This is an optimization exercise on Yosys and OpenROAD, whose aim is small area, a short achievable clock period and few clock cycles, not a production implementation.
RTL that was checked went through simulation tests only; none was proved equivalent to the original.
Power is estimated from default activity; no workload was simulated.

Design rvCoreTop, start of the top module:
module rvCoreTop (
    input  logic        clk,
    input  logic        reset,
    output logic [31:0] paddr,
    output logic        psel,
    output logic        penable,
    output logic        pwrite,
    output logic [31:0] pwdata,
    output logic [3:0]  pstrb,
    input  logic [31:0] prdata,
    input  logic        pready
);
Size: roughly 3900 cells after synthesis, ~1200 flip-flops, about 110 I/O pins, roughly 0.053 mm² of cells after synthesis.
==> flow/config.mk <==
export PLATFORM = sky130hd
export DESIGN_NAME = rvCoreTop
export DESIGN_NICKNAME = rvCoreTop
export VERILOG_FILES = /design/flow/design.v
export SDC_FILE = /design/flow/constraint.sdc
export NUM_CORES = 4
export LEC_CHECK = 0
export CAP_MARGIN = 20
export CORE_MARGIN = 2
export CORE_UTILIZATION = 40
export CTS_CLUSTER_DIAMETER = 100
export CTS_CLUSTER_SIZE = 28
export PLACE_DENSITY = 0.6
export SLEW_MARGIN = 20
==> flow/constraint.sdc <==
create_clock -name core_clock -period 10.0 [get_ports {clk}]
set_input_delay 2.0000 -clock core_clock [delete_from_list [all_inputs] [get_ports {clk}]]
set_output_delay 2.0000 -clock core_clock [all_outputs]
set_load 0.01 [all_outputs]
standard.sh (not shown) runs the stock make flow with config.mk's settings and CLKGATE_MAP_FILE= SYNTH_SCRIPT=/design/flow/synth_recipe.tcl, a recipe that flattens the netlist after the stock synthesis.
==> flow/flow/run.sh <==
#!/bin/bash
set -euo pipefail
bash standard.sh SETUP_SLACK_MARGIN=6.2 \
    'BUFFER_PORTS_ARGS=-buffer_cell sky130_fd_sc_hd__buf_2' finish > flow_standard.log 2>&1
The first run completed with no timing, DRC or antenna violations.
Testbench counts at the start, summed over its fixed seeds: cycles 75,814.
Then changed:
==> flow/flow/run.sh (replaced) <==
#!/bin/bash
set -euo pipefail
bash standard.sh SETUP_SLACK_MARGIN=6.75 \
    'BUFFER_PORTS_ARGS=-buffer_cell sky130_fd_sc_hd__buf_2' finish > flow_standard.log 2>&1
- CTS_CLUSTER_SIZE: 28 -> 25
Result: Wire length is higher by about 7%; via count is higher by 5.0%; setup slack improves by 0.15 ns; die area is unchanged; clock-buffer cell count grows by 19.
Then changed:
==> flow/flow/run.sh (replaced) <==
#!/bin/bash
set -euo pipefail
bash standard.sh SETUP_SLACK_MARGIN=6.2 \
    'BUFFER_PORTS_ARGS=-buffer_cell sky130_fd_sc_hd__buf_2' finish > flow_standard.log 2>&1
Outcome:
- The changed run completed with no timing, DRC or antenna violations
- wire length is lower by 5.8%
- worst hold slack loses 0.0067 ns
- power came out lower by 1.0%
- utilization drops by 3.0 points
- maximum frequency goes down by about 5%
- global-route usage goes down by 0.74 points
- final area falls by about 6.4%
- register-to-register slack loses 0.20 ns
- sequential cell count is unchanged
- worst setup slack degrades by 0.20 ns
Then changed:
==> flow/flow/run.sh (replaced) <==
#!/bin/bash
set -euo pipefail
bash standard.sh SETUP_SLACK_MARGIN=6.45 \
    'BUFFER_PORTS_ARGS=-buffer_cell sky130_fd_sc_hd__buf_2' finish > flow_standard.log 2>&1
Worst hold slack stays flat; clock skew came out lower by 0.0087 ns; routed wire length climbs slightly; global-route usage stays flat; area after synthesis is unchanged; critical path depth came out lower by 11; final cell count climbs slightly; fmax grows by a few percent; die area does not change; setup slack is better by 0.15 ns; total power went up slightly.

---

Another version of the RTL of rvCoreTop (not shown whole).
For scale: about 3900 cells after synthesis, about 1200 flip-flops, ~53000 um^2 of cells after synthesis.
Design rvCoreTop, start of the top module:
module rvCoreTop (
    input  logic        clk,
    input  logic        reset,
    output logic [31:0] paddr,
    output logic        psel,
    output logic        penable,
    output logic        pwrite,
    output logic [31:0] pwdata,
    output logic [3:0]  pstrb,
    input  logic [31:0] prdata,
    input  logic        pready
);
    localparam logic [6:0] OP_LUI    = 7'b0110111;
    localparam logic [6:0] OP_IMM    = 7'b0010011;
    localparam logic [6:0] OP_REG    = 7'b0110011;
    localparam logic [6:0] OP_LOAD   = 7'b0000011;
    localparam logic [6:0] OP_STORE  = 7'b0100011;
    localparam logic [6:0] OP_BRANCH = 7'b1100011;
    logic        pselQ, penQ, busData, kill;
    logic [31:2] paddrQ;
    logic        pwriteQ;
    logic [3:0]  pstrbQ;
    logic [31:2] fpc;
    logic        irAhead;
    logic        irV;
    logic [31:0] ir;
    logic xR2;      
    logic xBr;      
    logic xAlu;     
    logic xLd;      
    logic xSt;      
    logic xLwait;   
    logic xLw;      
    logic [31:0] opA, opB;
    logic [4:0]  xRd, xRs2;
    logic [6:0]  xImmHi;
    logic [2:0]  xF3;
    logic [4:0]  xSel;     
    logic        xInv, xBrF;
    logic [1:0]  xAhead;   
    logic [1:0]  xOff;
    logic [31:1] rSelQ;    
    logic        resetQ;   
    logic [31:0] regs [1:31];
    assign paddr   = {paddrQ, 2'b00};
    assign psel    = pselQ;
    assign penable = penQ;
    assign pwrite  = pwriteQ;
    assign pwdata  = opB;   
    assign pstrb   = pstrbQ;
    logic busFree, xferDone, landing, dataDone, fetchSetup;
    assign xferDone   = pselQ & penQ & pready;
    assign busFree    = ~pselQ | xferDone;
    assign landing    = xferDone & ~busData & ~kill;
    assign dataDone   = xferDone & busData;
    assign fetchSetup = pselQ & ~penQ & ~busData;
    logic [6:0] op;
    logic isLui, isOpi, isOp, isLd, isSt, isBr;
    logic [31:0] immI, immS, immU;
    assign op    = ir[6:0];
    assign isLui = op == OP_LUI;
    assign isOpi = op == OP_IMM;
    assign isOp  = op == OP_REG;
  ...
clock: 10.0 ns
lec_check: 0
cap_margin: 20
core_margin: 2
core_utilization: 40
cts_cluster_diameter: 100
cts_cluster_size: 28
place_density: 0.6
slew_margin: 20
==> flow/flow/run.sh <==
#!/bin/bash
set -euo pipefail
bash standard.sh SETUP_SLACK_MARGIN=6.75 \
    'BUFFER_PORTS_ARGS=-buffer_cell sky130_fd_sc_hd__buf_2' finish > flow_standard.log 2>&1
==> next run, changes <==
==> flow/flow/run.sh (replaced) <==
#!/bin/bash
set -euo pipefail
bash standard.sh SETUP_SLACK_MARGIN=6.45 \
    'BUFFER_PORTS_ARGS=-buffer_cell sky130_fd_sc_hd__buf_2' finish > flow_standard.log 2>&1
=>
- maximum frequency stays flat
- cell area went down by 5.2%
- sequential cell count stays the same
- global-route usage decreases by 2.1 points
- die area stays the same
- total power drops by 2.4%
- routed wire length drops by 6.5%
- combinational power decreases by 19%
- clock power stays flat
- non-clock buffer count decreases by 156
- hold slack is better by 0.014 ns
No run of this note included a check of the RTL's function; only the layout flow was run.

---

rvCoreTop with an RTL version that a note above also has.
Size: about 3900 cells after synthesis, roughly 1200 flip-flops, roughly 110 I/O pins, roughly 53000 um^2 of cells after synthesis.
Settings: LEC_CHECK=0, CAP_MARGIN=20, CORE_MARGIN=2, CORE_UTILIZATION=40, CTS_CLUSTER_DIAMETER=100, CTS_CLUSTER_SIZE=25, PLACE_DENSITY=0.6, SLEW_MARGIN=20, TNS_END_PERCENT=20; clock period 10.0 ns.
==> flow/flow/run.sh <==
#!/bin/bash
set -euo pipefail
bash standard.sh SETUP_SLACK_MARGIN=6.45 \
    'BUFFER_PORTS_ARGS=-buffer_cell sky130_fd_sc_hd__buf_2' finish > flow_standard.log 2>&1
Testbench counts at the start, summed over its fixed seeds: cycles 75,814.
==> next run, changes <==
==> flow/flow/run.sh (replaced) <==
#!/bin/bash
set -euo pipefail
bash standard.sh SETUP_SLACK_MARGIN=6.2 \
    'BUFFER_PORTS_ARGS=-buffer_cell sky130_fd_sc_hd__buf_2' finish > flow_standard.log 2>&1
- CTS_CLUSTER_DIAMETER: 100 -> 120
- CTS_CLUSTER_SIZE: 25 -> 30
- TNS_END_PERCENT: 20 -> default
- die area does not change
- global-route usage is about the same
- non-clock buffer count is lower by 24
- clock power is lower by 8.3%
- worst setup slack is better by 0.074 ns
- wire length is about the same
- via count is lower by about 0.5%
- worst hold slack is better by 0.0071 ns
- final area is lower by about 0.9%
- first-iteration DRC count is lower by 1.3%
- final cell count is lower by 0.51%
==> next run, changes <==
==> flow/flow/run.sh (replaced) <==
#!/bin/bash
set -euo pipefail
bash standard.sh SETUP_SLACK_MARGIN=6.6 \
    'BUFFER_PORTS_ARGS=-buffer_cell sky130_fd_sc_hd__buf_2' finish > flow_standard.log 2>&1
- CTS_CLUSTER_DIAMETER: 120 -> 100
- CTS_CLUSTER_SIZE: 30 -> 25
- TNS_END_PERCENT: default -> 20
Result: The new run completed with no timing, DRC or antenna violations; design area rises slightly; final cell count came out higher slightly; routed wire length increases slightly; via count rises slightly; synthesized area is unchanged; worst setup slack is better by 0.090 ns.
==> next run, changes <==
==> flow/flow/run.sh (replaced) <==
#!/bin/bash
set -euo pipefail
bash standard.sh SETUP_SLACK_MARGIN=6.45 \
    'BUFFER_PORTS_ARGS=-buffer_cell sky130_fd_sc_hd__buf_2' finish > flow_standard.log 2>&1
- CTS_CLUSTER_SIZE: 25 -> 28
- TNS_END_PERCENT: 20 -> default
Outcome: Routed wire length barely changes; register-to-register slack gets better by 0.04 ns; final cell count is about the same; via count hardly moves; count of clock-buffer cells in the layout came out lower by 14; fmax came out higher slightly; cell area is about the same; synthesized area does not change; critical path depth is unchanged; total power came out lower slightly; clock skew came out higher by 0.025 ns.

-- static timing again, ports no longer ideal --
How much do the figures lean on ideal ports? The routed layouts below were timed once more, with nothing changed but the port constraints.
Step 1: set_driving_cell puts a clkbuf_16 on clk and a buf_2 on each other input, an assumption about the parent block.
Step 2, shift: input delay + t, output delay - t, t = (earliest + latest rising clock arrival at the registers) / 2. This alone moves slack from input paths to output paths.
a / b / c = ideal ports / drivers / drivers and shift; a / b = the first two.
run | shift t [ns] | slack for setup (ns) | worst data-port slew with drivers (ns)
the first run of note 1 | 0.768 | 6.305 / 6.308 / 5.563 | 0.06
the second run of note 1 | 0.788 | 6.453 / 6.382 / 6.014 | 0.07
the third run of note 1 | 0.780 | 6.258 / 6.258 / 5.562 | 0.06
the fourth run of note 1 | 0.778 | 6.404 / 6.329 / 5.777 | 0.07
the first run of note 2 | 0.796 | 6.177 / 6.177 / 6.169 | 0.08
the second run of note 2 | 0.792 | 6.173 / 6.173 / 5.982 | 0.08
the first run of note 3 | 0.770 | 6.223 / 6.213 / 5.489 | 0.07
the second run of note 3 | 0.785 | 6.297 / 6.293 / 5.575 | 0.06
the third run of note 3 | 0.764 | 6.387 / 6.308 / 5.714 | 0.07
the fourth run of note 3 | 0.783 | 6.441 / 6.365 / 5.675 | 0.06
After both steps every run listed still meets setup and hold. The setup slack of the fourth run of note 3, which loses most, moves by -0.076 ns with the drivers and by -0.766 ns with both steps.
